Context: an optimization exercise on an open-source flow, tuned for small area, a short achievable clock period and few clock cycles per item. The choices shown serve that exercise and are no tape-out recipe. Only simulation tests tie the RTL to the original design; equivalence was not proved. Power and IR drop assume default switching activity.

==> design/flow/design.v <==
package mcal_pkg;
  localparam int RAW_W        = 16;
  localparam int CAL_W        = 20;
  localparam int HEADING_W    = 15;
  localparam int GAIN_W       = 16;
  localparam int CENTRE_W     = 17;
  localparam int ANGLE_FRAC   = 16;
  localparam int ANGLE_W      = 27;
  localparam int ROT_W        = 32;
  localparam int DEF_CORDIC_STEPS      = 16;
  localparam int DEF_HEADING_FRAC_BITS = 6;
  localparam int DEF_GAIN_FRAC_BITS    = 14;
  typedef enum logic [1:0] {
    REQ_MEASURE = 2'd0,
    REQ_SAMPLE  = 2'd1,
    REQ_FINISH  = 2'd2,
    REQ_SPARE   = 2'd3
  } req_t;
  typedef enum logic [1:0] {
    STAT_MEASURED = 2'd0,
    STAT_TRACKED  = 2'd1,
    STAT_CAL_DONE = 2'd2,
    STAT_CAL_FAIL = 2'd3
  } status_t;
  typedef enum logic [3:0] {
    ST_IDLE,
    ST_PREP,
    ST_DIV_START,
    ST_DIV_WAIT,
    ST_MUL_START,
    ST_MUL_RUN,
    ST_MUL_END,
    ST_ROT_START,
    ST_ROT_RUN,
    ST_ROT_END,
    ST_DONE
  } state_t;
  function automatic logic [21:0] atan_step(input logic [4:0] idx);
    logic [21:0] a;
    case (idx)
      5'd0:  a = 22'd2949120;
      5'd1:  a = 22'd1740967;
      5'd2:  a = 22'd919879;
      5'd3:  a = 22'd466945;
      5'd4:  a = 22'd234379;
      5'd5:  a = 22'd117304;
      5'd6:  a = 22'd58666;
      5'd7:  a = 22'd29335;
      5'd8:  a = 22'd14668;
      5'd9:  a = 22'd7334;
      5'd10: a = 22'd3667;
      5'd11: a = 22'd1833;
      5'd12: a = 22'd917;
      5'd13: a = 22'd458;
      5'd14: a = 22'd229;
      5'd15: a = 22'd115;
      5'd16: a = 22'd57;
      5'd17: a = 22'd29;
      5'd18: a = 22'd14;
      5'd19: a = 22'd7;
      5'd20: a = 22'd4;
      5'd21: a = 22'd2;
      5'd22: a = 22'd1;
      default: a = 22'd0;
    endcase
    atan_step = a;
  endfunction
endpackage
module mcal_div #(
  parameter int NUM_W = 32,
  parameter int DEN_W = 18
) (
  input  logic             clk,
  input  logic             rst,
  input  logic             start,
  input  logic [NUM_W-1:0] num,
  input  logic [DEN_W-1:0] den,
  output logic             done,
  output logic [NUM_W-1:0] quo
);
  localparam int CNT_W = $clog2(NUM_W + 1);
  logic [DEN_W-1:0] rem;
  logic [NUM_W-1:0] q;
  logic [CNT_W-1:0] cnt;
  logic             busy;
  logic [DEN_W:0]   trial;
  logic [DEN_W:0]   diff;
  logic             ge;
  assign trial = {rem, q[NUM_W-1]};
  assign diff  = trial - {1'b0, den};
  assign ge    = trial >= {1'b0, den};
  assign quo   = q;
  always_ff @(posedge clk) begin
    if (rst) begin
      busy <= 1'b0;
      done <= 1'b0;
      cnt  <= '0;
    end else begin
      done <= 1'b0;
      if (start) begin
        busy <= 1'b1;
        cnt  <= CNT_W'(NUM_W);
      end else if (busy) begin
        cnt <= cnt - 1'b1;
        if (cnt == CNT_W'(1)) begin
          busy <= 1'b0;
          done <= 1'b1;
        end
      end
    end
  end
  always_ff @(posedge clk) begin
    if (start) begin
      rem <= '0;
      q   <= num;
    end else if (busy) begin
      rem <= ge ? diff[DEN_W-1:0] : trial[DEN_W-1:0];
      q   <= {q[NUM_W-2:0], ge};
    end
  end
endmodule
import mcal_pkg::*;
module mag_calibrate_heading #(
  parameter int CORDIC_STEPS      = mcal_pkg::DEF_CORDIC_STEPS,
  parameter int HEADING_FRAC_BITS = mcal_pkg::DEF_HEADING_FRAC_BITS,
  parameter int GAIN_FRAC_BITS    = mcal_pkg::DEF_GAIN_FRAC_BITS
) (
  input  logic                                clk,
  input  logic                                rst,
  input  logic                                in_valid,
  output logic                                in_stall,
  input  logic [1:0]                          req_type,
  input  logic signed [mcal_pkg::RAW_W-1:0]   raw_x,
  input  logic signed [mcal_pkg::RAW_W-1:0]   raw_y,
  input  logic signed [mcal_pkg::RAW_W-1:0]   raw_z,
  output logic                                out_valid,
  input  logic                                out_stall,
  output logic [mcal_pkg::HEADING_W-1:0]      heading,
  output logic signed [mcal_pkg::CAL_W-1:0]   cal_x,
  output logic signed [mcal_pkg::CAL_W-1:0]   cal_y,
  output logic signed [mcal_pkg::CAL_W-1:0]   cal_z,
  output logic [1:0]                          status,
  output logic                                calibrated
);
  localparam int GF      = GAIN_FRAC_BITS;
  localparam int SUM_W   = RAW_W + 2;
  localparam int DEN_W   = RAW_W + 2;
  localparam int NUM_W   = SUM_W + GF;
  localparam int D_W     = RAW_W + 2;
  localparam int P_W     = D_W + GAIN_W + 1;
  localparam int MC_W    = $clog2(GAIN_W + 1);
  localparam int STEP_W  = $clog2(CORDIC_STEPS + 1);
  localparam int SH      = ANGLE_FRAC - HEADING_FRAC_BITS;
  localparam int UNIT_G  = (GF >= GAIN_W) ? 65535 : (1 << GF);
  localparam logic signed [ANGLE_W-1:0] DEG180 = ANGLE_W'(180 << ANGLE_FRAC);
  localparam logic signed [ANGLE_W-1:0] DEG360 = ANGLE_W'(360 << ANGLE_FRAC);
  localparam logic [ANGLE_W-1:0] HFULL = ANGLE_W'(360 << HEADING_FRAC_BITS);
  logic [3:0] state, state_next;
  logic [1:0]                 req;
  logic signed [RAW_W-1:0]    rx, ry, rz;
  logic signed [RAW_W-1:0]    low_x, low_y, low_z, high_x, high_y, high_z;
  logic signed [CENTRE_W-1:0] centre_x, centre_y, centre_z;
  logic [GAIN_W-1:0]          gain_x, gain_y, gain_z;
  logic                       cal_valid, any_sample;
  logic [RAW_W-1:0]           rng_x, rng_y, rng_z;
  logic [SUM_W-1:0]           rng_sum;
  logic [1:0]                 axis;
  logic [1:0]                 stat;
  logic signed [CAL_W-1:0]    cx, cy, cz;
  logic signed [D_W-1:0]      mul_d;
  logic [GAIN_W-1:0]          mul_g;
  logic signed [P_W-1:0]      acc;
  logic [MC_W-1:0]            mul_cnt;
  logic signed [ROT_W-1:0]    rot_x, rot_y;
  logic signed [ANGLE_W-1:0]  rot_z;
  logic [STEP_W-1:0]          step;
  logic                       zero_vec;
  logic signed [RAW_W:0]      dx, dy, dz;
  logic                       fin_fail;
  logic [RAW_W-1:0]           div_r;
  logic [DEN_W-1:0]           div_den;
  logic [NUM_W-1:0]           div_num;
  logic [NUM_W-1:0]           div_quo;
  logic                       div_done;
  logic [GAIN_W-1:0]          gain_new;
  logic signed [RAW_W-1:0]    sel_raw;
  logic signed [CENTRE_W-1:0] sel_centre;
  logic [GAIN_W-1:0]          sel_gain;
  logic signed [P_W-1:0]      p_round;
  logic signed [P_W-1:0]      p_shift;
  logic signed [CAL_W-1:0]    p_sat;
  logic                       p_in_range;
  logic signed [ROT_W-1:0]    xs, ys;
  logic signed [ANGLE_W-1:0]  z_wrap;
  logic [ANGLE_W-1:0]         h_raw;
  logic [ANGLE_W-1:0]         h_fix;
  logic                       out_load;
  logic [21:0]                atan_val;
  assign dx = {high_x[RAW_W-1], high_x} - {low_x[RAW_W-1], low_x};
  assign dy = {high_y[RAW_W-1], high_y} - {low_y[RAW_W-1], low_y};
  assign dz = {high_z[RAW_W-1], high_z} - {low_z[RAW_W-1], low_z};
  assign fin_fail = !any_sample || dx <= 0 || dy <= 0 || dz <= 0;
  always_comb begin
    case (axis)
      2'd0:    div_r = rng_x;
      2'd1:    div_r = rng_y;
      default: div_r = rng_z;
    endcase
  end
  assign div_den = {2'b00, div_r} + {1'b0, div_r, 1'b0};
  assign div_num = {rng_sum, {GF{1'b0}}} + NUM_W'(div_den >> 1);
  assign gain_new = (div_quo > NUM_W'(65535)) ? GAIN_W'(65535) : div_quo[GAIN_W-1:0];
  always_comb begin
    case (axis)
      2'd0: begin
        sel_raw = rx; sel_centre = centre_x; sel_gain = gain_x;
      end
      2'd1: begin
        sel_raw = ry; sel_centre = centre_y; sel_gain = gain_y;
      end
      default: begin
        sel_raw = rz; sel_centre = centre_z; sel_gain = gain_z;
      end
    endcase
  end
  assign p_round = acc + (P_W'(1) <<< (GF - 2));
  assign p_shift = p_round >>> (GF - 1);
  assign p_in_range = &p_shift[P_W-1:CAL_W-1] || !(|p_shift[P_W-1:CAL_W-1]);
  assign p_sat = p_in_range    ? p_shift[CAL_W-1:0] :
                 p_shift[P_W-1] ? {1'b1, {(CAL_W-1){1'b0}}} : {1'b0, {(CAL_W-1){1'b1}}};
  always_comb begin
    case (5'(step))
      5'd0:  atan_val = 22'd2949120;
      5'd1:  atan_val = 22'd1740967;
      5'd2:  atan_val = 22'd919879;
      5'd3:  atan_val = 22'd466945;
      5'd4:  atan_val = 22'd234379;
      5'd5:  atan_val = 22'd117304;
      5'd6:  atan_val = 22'd58666;
      5'd7:  atan_val = 22'd29335;
      5'd8:  atan_val = 22'd14668;
      5'd9:  atan_val = 22'd7334;
      5'd10: atan_val = 22'd3667;
      5'd11: atan_val = 22'd1833;
      5'd12: atan_val = 22'd917;
      5'd13: atan_val = 22'd458;
      5'd14: atan_val = 22'd229;
      5'd15: atan_val = 22'd115;
      5'd16: atan_val = 22'd57;
      5'd17: atan_val = 22'd29;
      5'd18: atan_val = 22'd14;
      5'd19: atan_val = 22'd7;
      5'd20: atan_val = 22'd4;
      5'd21: atan_val = 22'd2;
      5'd22: atan_val = 22'd1;
      default: atan_val = 22'd0;
    endcase
  end
  assign xs = rot_x >>> step;
  assign ys = rot_y >>> step;
  assign z_wrap = rot_z[ANGLE_W-1] ? rot_z + DEG360 : rot_z;
  assign h_raw = (ANGLE_W'(z_wrap) + (ANGLE_W'(1) << (SH - 1))) >> SH;
  assign h_fix = (h_raw >= HFULL) ? h_raw - HFULL : h_raw;
  assign in_stall = state != ST_IDLE;
  assign out_load = state == ST_DONE && (!out_valid || !out_stall);
  always_ff @(posedge clk) begin
    if (rst) begin
      state <= ST_IDLE;
    end else begin
      state <= state_next;
    end
  end
  always_comb begin
    state_next = state;
    case (state)
      ST_IDLE: begin
        if (in_valid) state_next = ST_PREP;
      end
      ST_PREP: begin
        if (req == REQ_FINISH && !fin_fail) state_next = ST_DIV_START;
        else state_next = ST_MUL_START;
      end
      ST_DIV_START: state_next = ST_DIV_WAIT;
      ST_DIV_WAIT: begin
        if (div_done) state_next = (axis == 2'd2) ? ST_MUL_START : ST_DIV_START;
      end
      ST_MUL_START: state_next = ST_MUL_RUN;
      ST_MUL_RUN: begin
        if (mul_cnt == MC_W'(1)) state_next = ST_MUL_END;
      end
      ST_MUL_END: state_next = (axis == 2'd2) ? ST_ROT_START : ST_MUL_START;
      ST_ROT_START: state_next = ST_ROT_RUN;
      ST_ROT_RUN: begin
        if (step == STEP_W'(CORDIC_STEPS - 1)) state_next = ST_ROT_END;
      end
      ST_ROT_END: state_next = ST_DONE;
      ST_DONE: begin
        if (out_load) state_next = ST_IDLE;
      end
      default: state_next = ST_IDLE;
    endcase
  end
  always_ff @(posedge clk) begin
    if (rst) begin
      low_x <= RAW_W'(32767); low_y <= RAW_W'(32767); low_z <= RAW_W'(32767);
      high_x <= -RAW_W'(32768); high_y <= -RAW_W'(32768); high_z <= -RAW_W'(32768);
      centre_x <= '0; centre_y <= '0; centre_z <= '0;
      gain_x <= GAIN_W'(UNIT_G); gain_y <= GAIN_W'(UNIT_G); gain_z <= GAIN_W'(UNIT_G);
      cal_valid <= 1'b0;
      any_sample <= 1'b0;
    end else if (state == ST_PREP) begin
      if (req == REQ_SAMPLE) begin
        if (rx < low_x) low_x <= rx;
        if (rx > high_x) high_x <= rx;
        if (ry < low_y) low_y <= ry;
        if (ry > high_y) high_y <= ry;
        if (rz < low_z) low_z <= rz;
        if (rz > high_z) high_z <= rz;
        any_sample <= 1'b1;
      end else if (req == REQ_FINISH) begin
        if (!fin_fail) begin
          centre_x <= {low_x[RAW_W-1], low_x} + {high_x[RAW_W-1], high_x};
          centre_y <= {low_y[RAW_W-1], low_y} + {high_y[RAW_W-1], high_y};
          centre_z <= {low_z[RAW_W-1], low_z} + {high_z[RAW_W-1], high_z};
          cal_valid <= 1'b1;
        end
        low_x <= RAW_W'(32767); low_y <= RAW_W'(32767); low_z <= RAW_W'(32767);
        high_x <= -RAW_W'(32768); high_y <= -RAW_W'(32768); high_z <= -RAW_W'(32768);
        any_sample <= 1'b0;
      end
    end else if (state == ST_DIV_WAIT && div_done) begin
      case (axis)
        2'd0:    gain_x <= gain_new;
        2'd1:    gain_y <= gain_new;
        default: gain_z <= gain_new;
      endcase
    end
  end
  always_ff @(posedge clk) begin
    case (state)
      ST_IDLE: begin
        if (in_valid) begin
          req <= req_type;
          rx <= raw_x; ry <= raw_y; rz <= raw_z;
        end
        axis <= 2'd0;
      end
      ST_PREP: begin
        rng_x <= dx[RAW_W-1:0];
        rng_y <= dy[RAW_W-1:0];
        rng_z <= dz[RAW_W-1:0];
        rng_sum <= SUM_W'(dx[RAW_W-1:0]) + SUM_W'(dy[RAW_W-1:0]) + SUM_W'(dz[RAW_W-1:0]);
        case (req)
          REQ_SAMPLE: stat <= STAT_TRACKED;
          REQ_FINISH: stat <= fin_fail ? STAT_CAL_FAIL : STAT_CAL_DONE;
          default:    stat <= STAT_MEASURED;
        endcase
      end
      ST_DIV_WAIT: begin
        if (div_done) axis <= (axis == 2'd2) ? 2'd0 : axis + 2'd1;
      end
      ST_MUL_START: begin
        mul_d <= {sel_raw[RAW_W-1], sel_raw, 1'b0} - {sel_centre[CENTRE_W-1], sel_centre};
        mul_g <= sel_gain;
        acc <= '0;
        mul_cnt <= MC_W'(GAIN_W);
      end
      ST_MUL_RUN: begin
        acc <= (acc <<< 1) + (mul_g[GAIN_W-1] ? P_W'(mul_d) : P_W'(0));
        mul_g <= {mul_g[GAIN_W-2:0], 1'b0};
        mul_cnt <= mul_cnt - 1'b1;
      end
      ST_MUL_END: begin
        case (axis)
          2'd0:    cx <= p_sat;
          2'd1:    cy <= p_sat;
          default: cz <= p_sat;
        endcase
        axis <= (axis == 2'd2) ? 2'd0 : axis + 2'd1;
      end
      ST_ROT_START: begin
        zero_vec <= cx == '0 && cy == '0;
        step <= '0;
        if (cx[CAL_W-1]) begin
          rot_x <= -(ROT_W'(cx) <<< 8);
          rot_y <= -(ROT_W'(cy) <<< 8);
          rot_z <= DEG180;
        end else begin
          rot_x <= ROT_W'(cx) <<< 8;
          rot_y <= ROT_W'(cy) <<< 8;
          rot_z <= '0;
        end
      end
      ST_ROT_RUN: begin
        step <= step + 1'b1;
        if (!rot_y[ROT_W-1]) begin
          rot_x <= rot_x + ys;
          rot_y <= rot_y - xs;
          rot_z <= rot_z + ANGLE_W'(atan_val);
        end else begin
          rot_x <= rot_x - ys;
          rot_y <= rot_y + xs;
          rot_z <= rot_z - ANGLE_W'(atan_val);
        end
      end
      ST_ROT_END: begin
        rot_z <= zero_vec ? '0 : signed'(h_fix);
      end
      default: begin
      end
    endcase
  end
  mcal_div #(
    .NUM_W(NUM_W),
    .DEN_W(DEN_W)
  ) u_div (
    .clk  (clk),
    .rst  (rst),
    .start(state == ST_DIV_START),
    .num  (div_num),
    .den  (div_den),
    .done (div_done),
    .quo  (div_quo)
  );
  always_ff @(posedge clk) begin
    if (rst) begin
      out_valid <= 1'b0;
    end else if (out_load) begin
      out_valid <= 1'b1;
    end else if (!out_stall) begin
      out_valid <= 1'b0;
    end
  end
  always_ff @(posedge clk) begin
    if (out_load) begin
      heading    <= rot_z[HEADING_W-1:0];
      cal_x      <= cx;
      cal_y      <= cy;
      cal_z      <= cz;
      status     <= stat;
      calibrated <= cal_valid;
    end
  end
endmodule
==> design/flow/run.sh <==
#!/bin/bash
# synth_recipe.tcl (not shown) runs the flow's synth.tcl, then flattens the netlist and writes it again
# the make line also repeats each setting of config.mk as NAME=value (left out here)
make -C /OpenROAD-flow-scripts/flow DESIGN_CONFIG=/design/flow/config.mk WORK_HOME=/design/flow/orfs CLKGATE_MAP_FILE= SYNTH_SCRIPT=/design/flow/synth_recipe.tcl finish
==> design/flow/config.mk <==
export PLATFORM = sky130hd
export DESIGN_NAME = mag_calibrate_heading
export DESIGN_NICKNAME = mag_calibrate_heading
export VERILOG_FILES = /design/flow/design.v
export SDC_FILE = /design/flow/constraint.sdc
export NUM_CORES = 4
export LEC_CHECK = 0
export CAP_MARGIN = 20
export CORE_MARGIN = 2
export CORE_UTILIZATION = 40
export SLEW_MARGIN = 20
==> design/flow/constraint.sdc <==
create_clock -name core_clock -period 7.0 [get_ports {clk}]
set_input_delay 1.4000 -clock core_clock [delete_from_list [all_inputs] [get_ports {clk}]]
set_output_delay 1.4000 -clock core_clock [all_outputs]
set_load 0.01 [all_outputs]
==> run summary <==
ANT nets after route=0; ranking of synthesized cells by area=edfxtp_1 (27%), ha_1 (9.8%), dfxtp_1 (9.8%); CTS tree=done; Finished Cell Area=about 57000 µm²; maximum operating frequency=approximately 0.15 GHz; DRT Pass-1 Iters=7; post-route insts no fill=just over 7000; final period utilization=between 90% and 100%; Worst Setup Start Kind=register; Cells after Synth=around 5400; # nets final=approximately 5900; clock group share of total power=between 20% and 30%; VDD IR max=approximately 310 µV; total number of vias=between 40000 and 50000; row count=130; Pins Over Slew Limit=0; GR Util All Layers=around 22%; Cell Area, Synth=50980 µm²; RSZ-0062 raised after global routing=no; Most Crowded Layer GR=met2; Synth area leader=edfxtp_1; power share of the sequential group=33.8%; pin count of the biggest net entering global routing=roughly 140; gpl congestion=0.9394; Synth Area in Compound Gates=18.76%; Final Skew=about 24 ps; Post-DP HPWL=approximately 110 mm; DR vias/cell=approximately 5.8; post-synthesis simple-gate area fraction=15.31%; Post-Route Setup TNS=0 ps; Placed Cells=between 6000 and 7000; Setup CP Type=register to register; IO buf count=around 130; Net Sw Power=about 5.5 mW; Hold Buf Count CTS=0; worst skew pair latency=680 ps; Mean Syn Cell Area=around 9.4 µm²; post-CTS resize count=0; Clock Root Buffer=clkbuf_16; GR Layer Usage met1=slightly below 30%; Post-route DRC=0; die height=roughly 360 µm; CP arrival=around 7000 ps; YS warnings=2; share of the yosys chip area belonging to registers=~37%; CTS Buffer Depth=3; placed instance area=53890 µm²; Critical Path Sink Type=register; Power Density=approximately 270 nW/µm²; LEAKAGE=roughly 22 nW; share of the synthesized area in the top cell type=between 20% and 30%; number of flops mapped to enable cells by yosys=approximately 460; Syn Nets=about 5900; Comb pwr share=36.7%; Iter 0 DRT Violations=approximately 3800; H-tree Lvls=3; area grow syn2layout=11.31%; Max-Slew Margin vs Limit=between 20 and 30%; Final Hold Vio Count=0; CTS clk-pin slew, worst paths=about 70 ps; run status=finished clean; async set-or-reset flop fraction in the synthesized netlist=0%; starting density of the core=approximately two fifths; Synth Flop Type=edfxtp_1; # Max-Cap Violations=0; critical path peak fanout=between 60 and 70; antenna violations before repair=1; Die ar.=around 130000 µm²; Post-Synth XOR/XNOR Area=between 6 and 7%; first-pass GRT wire length=228.1 mm; Die X=361.0 µm; met2 Usage GRT=approximately 36%; Clock Sinks=a little over 700; most frequent cell after synthesis=nor2_1; Post-CTS Setup Bufs=0; io pins=around 130; Final min period=6546 ps; post-synthesis adder-cell area fraction=between 10 and 15%; Worst R2R Start=step[0]; M3 GR Usage=~2.9%; total congestion overflow=0; final setup violation count=0; number of global-route vias before repair=38960; Hold Crit Start=cz[3]; layout cell share with drive strength beyond 1=between 6 and 7%; Cell variety after synth=between 90 and 100; switching share of power=between 30% and 40%; Internal Power=9.662 mW; crit path launch=step[0]; mux cell area share after synthesis=roughly 6.6%; final WL=about 150 mm; largest family of logic cells by synthesized area=compound AO/OA/AOI/OAI gates; Yosys reg bits=a little over 700; TritonCTS buffer count=82; worst-margin pin slew=about 1100 ps; WP data required=7500 ps; Min Hold Slack=around 410 ps; core area=126100 µm²; final core occ=approximately 45%; Commonest cells post-synth=nor2_1 (487), edfxtp_1 (461), ha_1 (401); Hold WC Path Type=register to register; Routed wire per std cell=~21 µm
critical path, cell delays in order (launching register included):
cell       delay [ps]
edfxtp_1          370
clkbuf_16         350
mux4_1            730
mux4_2            520
or3_1             370
o31a_2            170
nor4_4            490
nand3_1           230
nor2_1            180
a211oi_1           90
a21oi_1           160
o21ai_0           100
ha_1              340
a21oi_1           160
o21ai_0           110
a21o_1            220
or2_2             270
a31oi_1           240
o21ai_0           170
a21boi_0          430
o211ai_1          170
or3_1             320
a21oi_1           140
worst paths after layout:
check / endpoint / slack, ps / cells past startpoint
worst min-delay path: cal_z[3] / 410 / 0
worst min register to register: cal_z[3] / 410 / 0
worst max register to register: rot_x[31] / 450 / 22
worst max-delay path: rot_x[31] / 450 / 22
sequential cells by signal, summed over array words and instances, names as in the netlist, 17 cells and up:
signal and count:
u_div.q 32, cal_y 20, cz 20, cx 20
centre_x 17, acc 35, rng_sum 18, rot_z 27
cal_z 20, u_div.rem 18, cy 20, centre_y 17
rot_y 32, atan_val 22, centre_z 17, rot_x 32
mul_d 18, cal_x 20
power groups by stage:
stage               registers [mW]  clock network (mW)  logic, mW
floorplan                     5.07                   0       4.15
global placement              5.20                   0       5.46
detailed placement            5.20                   0       5.50
CTS                           5.12                4.57       5.53
global route                  5.15                4.74       6.16
finish                        5.12                4.47       5.57
final cells by class:
type	instances	area (µm²)
Tap cell	1650	2064
Clock inverter	44	488.0
Clock buffer	106	2291
Sequential cell	711	18850
Timing Repair Buffer	202	1916
Inverter	299	1122
Antenna cell	1	2.502
Multi-Input combinational cell	4137	30010
Fill cell	12080	69320
routing by layer:
layer  vias up  share of wire [%]  wire, µm
met5         -                  0         0
met3       220                4.6      6827
met1     19960                 45     66330
met4         0                3.7      5406
met2      1155                 47     69060
li1      20070                  -         -
logic make-up after synthesis:
logic type / count (synthesis)
adders and majority gates: 436
xor gates and xnor gates: 393
and+or+nand+nor: 1623
muxes: 206
DFF: 711
buffers and inverters: 575
AOI/OAI and AO/OA: 1479
cells in the final DEF, fill, tap and decap left out, drive strengths merged, types with 44 or more instances in the layout:
cell           synthesis  final
nor2                 487    487
a22oi                 55     55
a21oi                383    383
buf                   63     68
xor2                 134    134
nor2b                 52     52
and2                  46     46
mux4                  92     92
clkdlybuf4s50          0    132
and3                  46     46
edfxtp               461    461
nand2b                90     90
inv                  298    304
dfxtp                250    250
clkbuf               213    108
nand2                401    401
a21o                 119    119
mux2i                 83     83
a31oi                103    103
a211oi               138    138
nand3                112    112
o21ai                284    284
nor3                 174    174
xnor2                259    259
o21bai                44     44
ha                   401    401
o21a                  53     53
stage by stage:
step | worst slack (ps) | total power [mW]
finish | 453.7 | 15.17
global route | 10.71 | 16.05
detailed placement | 403.8 | 10.70
floorplan | 520.8 | 9.219
global placement | 587.7 | 10.66
CTS | 376.0 | 15.22
Testbench counts, summed over its fixed seeds: cycles 241,640, items 3,200.

==> what the ideal ports hide <==
How much do the figures lean on ideal ports? The routed layout below was timed once more, with nothing changed but the port constraints. Step 1: set_driving_cell puts a clkbuf_16 on clk and a buf_2 on each other input, an assumption about the parent block. Step 2, shift: input delay + t, output delay - t, t = (earliest + latest rising clock arrival at the registers) / 2. This alone moves slack from input paths to output paths. Slacks: no drivers / after step 1 / after step 2; pairs: no drivers / after step 1.
t (ns): 0.742
setup WS [ns]: 0.454 / 0.454 / 0.454
hold WS [ns]: 0.411 / 0.411 / 0.411
worst setup path after step 2: register to register
clock arrival spread, ns: 0.030 / 0.030
After both steps this run still meets setup and hold. The setup slack of this run moves by 0.000 ns with the drivers and by 0.000 ns with both steps.
